This design comes from an exercise in tuning for a short achievable clock period and few clock cycles on the open sky130 flow, not from production work.

## run 1
Design cpu_top, start of the top module:
module cpu_top
(
  input  logic                   clk,
  input  logic                   reset,
  input  logic [16-1:0] instr_word,
  output logic [10-1:0]   iaddr,
  input  logic                   wb_ack_i,
  input  logic [16-1:0] wb_dat_i,
  output logic                   wb_cyc_o,
  output logic                   wb_stb_o,
  output logic                   wb_we_o,
  output logic [16-1:0]  wb_adr_o,
  output logic [16-1:0] wb_dat_o,
  output logic                   halted
);
Size: ~2000 cells after synthesis, roughly 430 flip-flops, ~81 I/O pins.
Settings: LEC_CHECK=0, ABC_CLOCK_PERIOD_IN_PS=2000, CAP_MARGIN=20, CORE_MARGIN=2, CORE_UTILIZATION=40, SETUP_SLACK_MARGIN=5, SLEW_MARGIN=20, TNS_END_PERCENT=100; clock period 7.0 ns.
run.sh (not shown) runs the stock make flow with config.mk's settings and CLKGATE_MAP_FILE= SYNTH_SCRIPT=/design/flow/synth_recipe.tcl, a recipe that flattens the netlist after the stock synthesis.
Here is what was changed in the inputs of run 2 compared with run 1.
diff --git a/flow/design.v b/flow/design.v
--- a/flow/design.v
+++ b/flow/design.v
@@ -260,24 +260,20 @@
   output logic [10-1:0]    redirect_pc0,
   output logic [10-1:0]    redirect_pc1,
   output logic [16-1:0] ir_o,
   output logic                    d_ldi,
   output logic                    d_sub,
   output logic                    bus_start,
   output logic                    bus_we,
   output logic [4:0]              d_op,
   output logic [(1 << 4)-1:1]    d_sa,
   output logic [(1 << 4)-1:1]    d_sb,
-  output logic                    d_fe_a,
-  output logic                    d_fe_b,
-  output logic                    d_fw_a,
-  output logic                    d_fw_b,
   output logic [4:0]              e_op,
   output logic                    e_inv,
   output logic                    e_we,
   output logic [4-1:0]   e_rd,
   output logic                    e_ld,
   output logic                    halted
 );
   cpu_isa_pkg::instr_t f_ins;
   cpu_isa_pkg::instr_t ir;
   assign f_ins = instr_word;
@@ -301,38 +297,28 @@
   assign d_ldi  = (ir.opcode == cpu_isa_pkg::LDI);
   assign d_sub  = (ir.opcode == cpu_isa_pkg::SUB);
   assign d_ld   = (ir.opcode == cpu_isa_pkg::LD);
   assign d_st   = (ir.opcode == cpu_isa_pkg::ST);
   assign d_halt = (ir.opcode == cpu_isa_pkg::HALT);
   assign d_jz   = (ir.opcode == cpu_isa_pkg::JZ);
   assign d_jnz  = (ir.opcode == cpu_isa_pkg::JNZ);
   assign d_sf   = v_d && d_alu;
   assign d_op = {ir.opcode == cpu_isa_pkg::XOR, ir.opcode == cpu_isa_pkg::OR,
                  ir.opcode == cpu_isa_pkg::AND, d_sub, ir.opcode == cpu_isa_pkg::ADD};
-  logic d_we;
-  logic f_ldi;
-  assign d_we  = v_d && (d_alu || d_ldi || d_ld) && (ir.rd != '0);
-  assign f_ldi = (f_ins.opcode == cpu_isa_pkg::LDI);
   always_ff @(posedge clk)
   begin
     if (!stall)
-    begin
       for (int i = 1; i < (1 << 4); i++)
       begin
         d_sa[i] <= (f_ins.ra == i);
         d_sb[i] <= (f_ins.rb == i);
       end
-      d_fe_a <= d_we && (ir.rd == f_ins.ra) && !f_ldi;
-      d_fe_b <= d_we && (ir.rd == f_ins.rb) && !f_ldi;
-      d_fw_a <= e_we && (e_rd == f_ins.ra);
-      d_fw_b <= e_we && (e_rd == f_ins.rb);
-    end
   end
   logic f_jmp;
   logic f_jz;
   logic f_jnz;
   logic d_cond;
   assign f_jmp  = (f_ins.opcode == cpu_isa_pkg::JMP);
   assign f_jz   = (f_ins.opcode == cpu_isa_pkg::JZ);
   assign f_jnz  = (f_ins.opcode == cpu_isa_pkg::JNZ);
   assign d_cond = v_d && (d_jz || d_jnz);
   assign f_take[0] = f_jmp || f_jnz;
@@ -355,21 +341,21 @@
       e_sf   <= 1'b0;
       e_ld   <= 1'b0;
       halted <= 1'b0;
     end
     else if (!stall)
     begin
       v_d    <= !((flag_now ? redirect[1] : redirect[0]) || (v_d && d_halt) || halted);
       ir     <= f_ins;
       pred_d <= flag_now ? f_take[1] : f_take[0];
       pcp1_d <= pc_inc;
-      e_we   <= d_we;
+      e_we   <= v_d && (d_alu || d_ldi || d_ld) && (ir.rd != '0);
       e_sf   <= d_sf;
       e_ld   <= v_d && d_ld;
       halted <= halted || (v_d && d_halt);
     end
   end
   always_ff @(posedge clk)
   begin
     if (!stall)
     begin
       e_op  <= {d_ld, ir.opcode == cpu_isa_pkg::XOR, ir.opcode == cpu_isa_pkg::OR,
@@ -431,24 +417,20 @@
   logic [16-1:0] eb;
   logic                   fe_a;
   logic                   fe_b;
   logic [16-1:0] a_n;
   logic [16-1:0] b_n;
   logic [16-1:0] a_q;
   logic [16-1:0] b_q;
   logic [4:0]             d_op;
   logic [(1 << 4)-1:1]   d_sa;
   logic [(1 << 4)-1:1]   d_sb;
-  logic                   d_fe_a;
-  logic                   d_fe_b;
-  logic                   d_fw_a;
-  logic                   d_fw_b;
   logic [16-1:0] zt_n;
   logic [16-1:0] zt_q;
   cpu_fetch u_fetch (
     .clk         (clk),
     .reset       (reset),
     .hold        (stall),
     .flag        (flag_now),
     .redirect    (redirect),
     .redirect_pc0(redirect_pc0),
     .redirect_pc1(redirect_pc1),
@@ -470,24 +452,20 @@
     .redirect_pc0(redirect_pc0),
     .redirect_pc1(redirect_pc1),
     .ir_o        (ir),
     .d_ldi       (d_ldi),
     .d_sub       (d_sub),
     .bus_start   (bus_start),
     .bus_we      (bus_we),
     .d_op        (d_op),
     .d_sa        (d_sa),
     .d_sb        (d_sb),
-    .d_fe_a      (d_fe_a),
-    .d_fe_b      (d_fe_b),
-    .d_fw_a      (d_fw_a),
-    .d_fw_b      (d_fw_b),
     .e_op        (e_op),
     .e_inv       (e_inv),
     .e_we        (e_we),
     .e_rd        (e_rd),
     .e_ld        (e_ld),
     .halted      (halted)
   );
   always_ff @(posedge clk or posedge reset)
   begin
     if (reset)
@@ -506,30 +484,30 @@
     .we    (w_we),
     .wa    (w_rd),
     .wdata (w_y),
     .sel1  (d_sa),
     .sel2  (d_sb),
     .rd1   (rf_a),
     .rd2   (rf_b)
   );
   always_comb
   begin
-    ea = (w_we && d_fw_a) ? w_y : rf_a;
-    eb = (w_we && d_fw_b) ? w_y : rf_b;
+    ea = (w_we && w_rd == ir.ra) ? w_y : rf_a;
+    eb = (w_we && w_rd == ir.rb) ? w_y : rf_b;
     if (d_ldi)
     begin
       ea = '0;
       eb = {{(16-8){ir.ra[3]}}, ir.ra, ir.rb};
     end
   end
-  assign fe_a = d_fe_a;
-  assign fe_b = d_fe_b;
+  assign fe_a = e_we && (e_rd == ir.ra) && !d_ldi;
+  assign fe_b = e_we && (e_rd == ir.rb) && !d_ldi;
   assign a_n = fe_a ? e_y_inv : (ea ^ {16{d_sub}});
   assign b_n = fe_b ? e_y : eb;
   cpu_flag_terms u_flag_terms (
     .op (d_op),
     .a  (a_n),
     .b  (b_n),
     .zt (zt_n)
   );
   always_ff @(posedge clk)
   begin
Notes after the runs:
Relative to run 1, the largest net degree at the start of global routing measured on run 2 has increased by more than a quarter. Run 1 leaves more setup margin than run 2. From run 1 to run 2 the numbers moved as follows: height of the die shows a reduction of about 0.8%; highest achievable clock rate -about 5%. Diff run 2 and run 1: hold slack lower in run 2. Final wirelength delta (run 2 − run 1): favourable. Status: global-route usage parity (run 1, run 2).
Function was not checked in any run of this note: the RTL went through the layout flow alone.

[afterwards: timing with drivers on the ports]
How much do the figures lean on ideal ports? The routed layouts below were timed once more, with nothing changed but the port constraints.
Step 1 sets driving cells, clkbuf_16 on the clock port and buf_2 on the other inputs (assumed; they add their load-dependent delay and slew).
Step 2 times the ports against the registers' clock, not the clock port: input delays grow and output delays shrink by t, the midpoint of the rising clock arrivals with the driver on.
Slacks: ideal ports / drivers / drivers and shift; pairs: ideal ports / drivers.
run | shift t [ns] | slack for setup (ns) | worst setup path after step 2 | worst slew at a driven data input, ns | cell pins on the clock port's net
run 1 | 0.663 | 3.978 / 3.978 / 3.436 | input to register | 0.04 | 1
run 2 | 0.660 | 3.811 / 3.811 / 3.516 | input to register | 0.06 | 1
After both steps setup and hold are still met in every run listed. The setup slack of run 1, which loses most, moves by 0.000 ns with the drivers and by -0.542 ns with both steps.
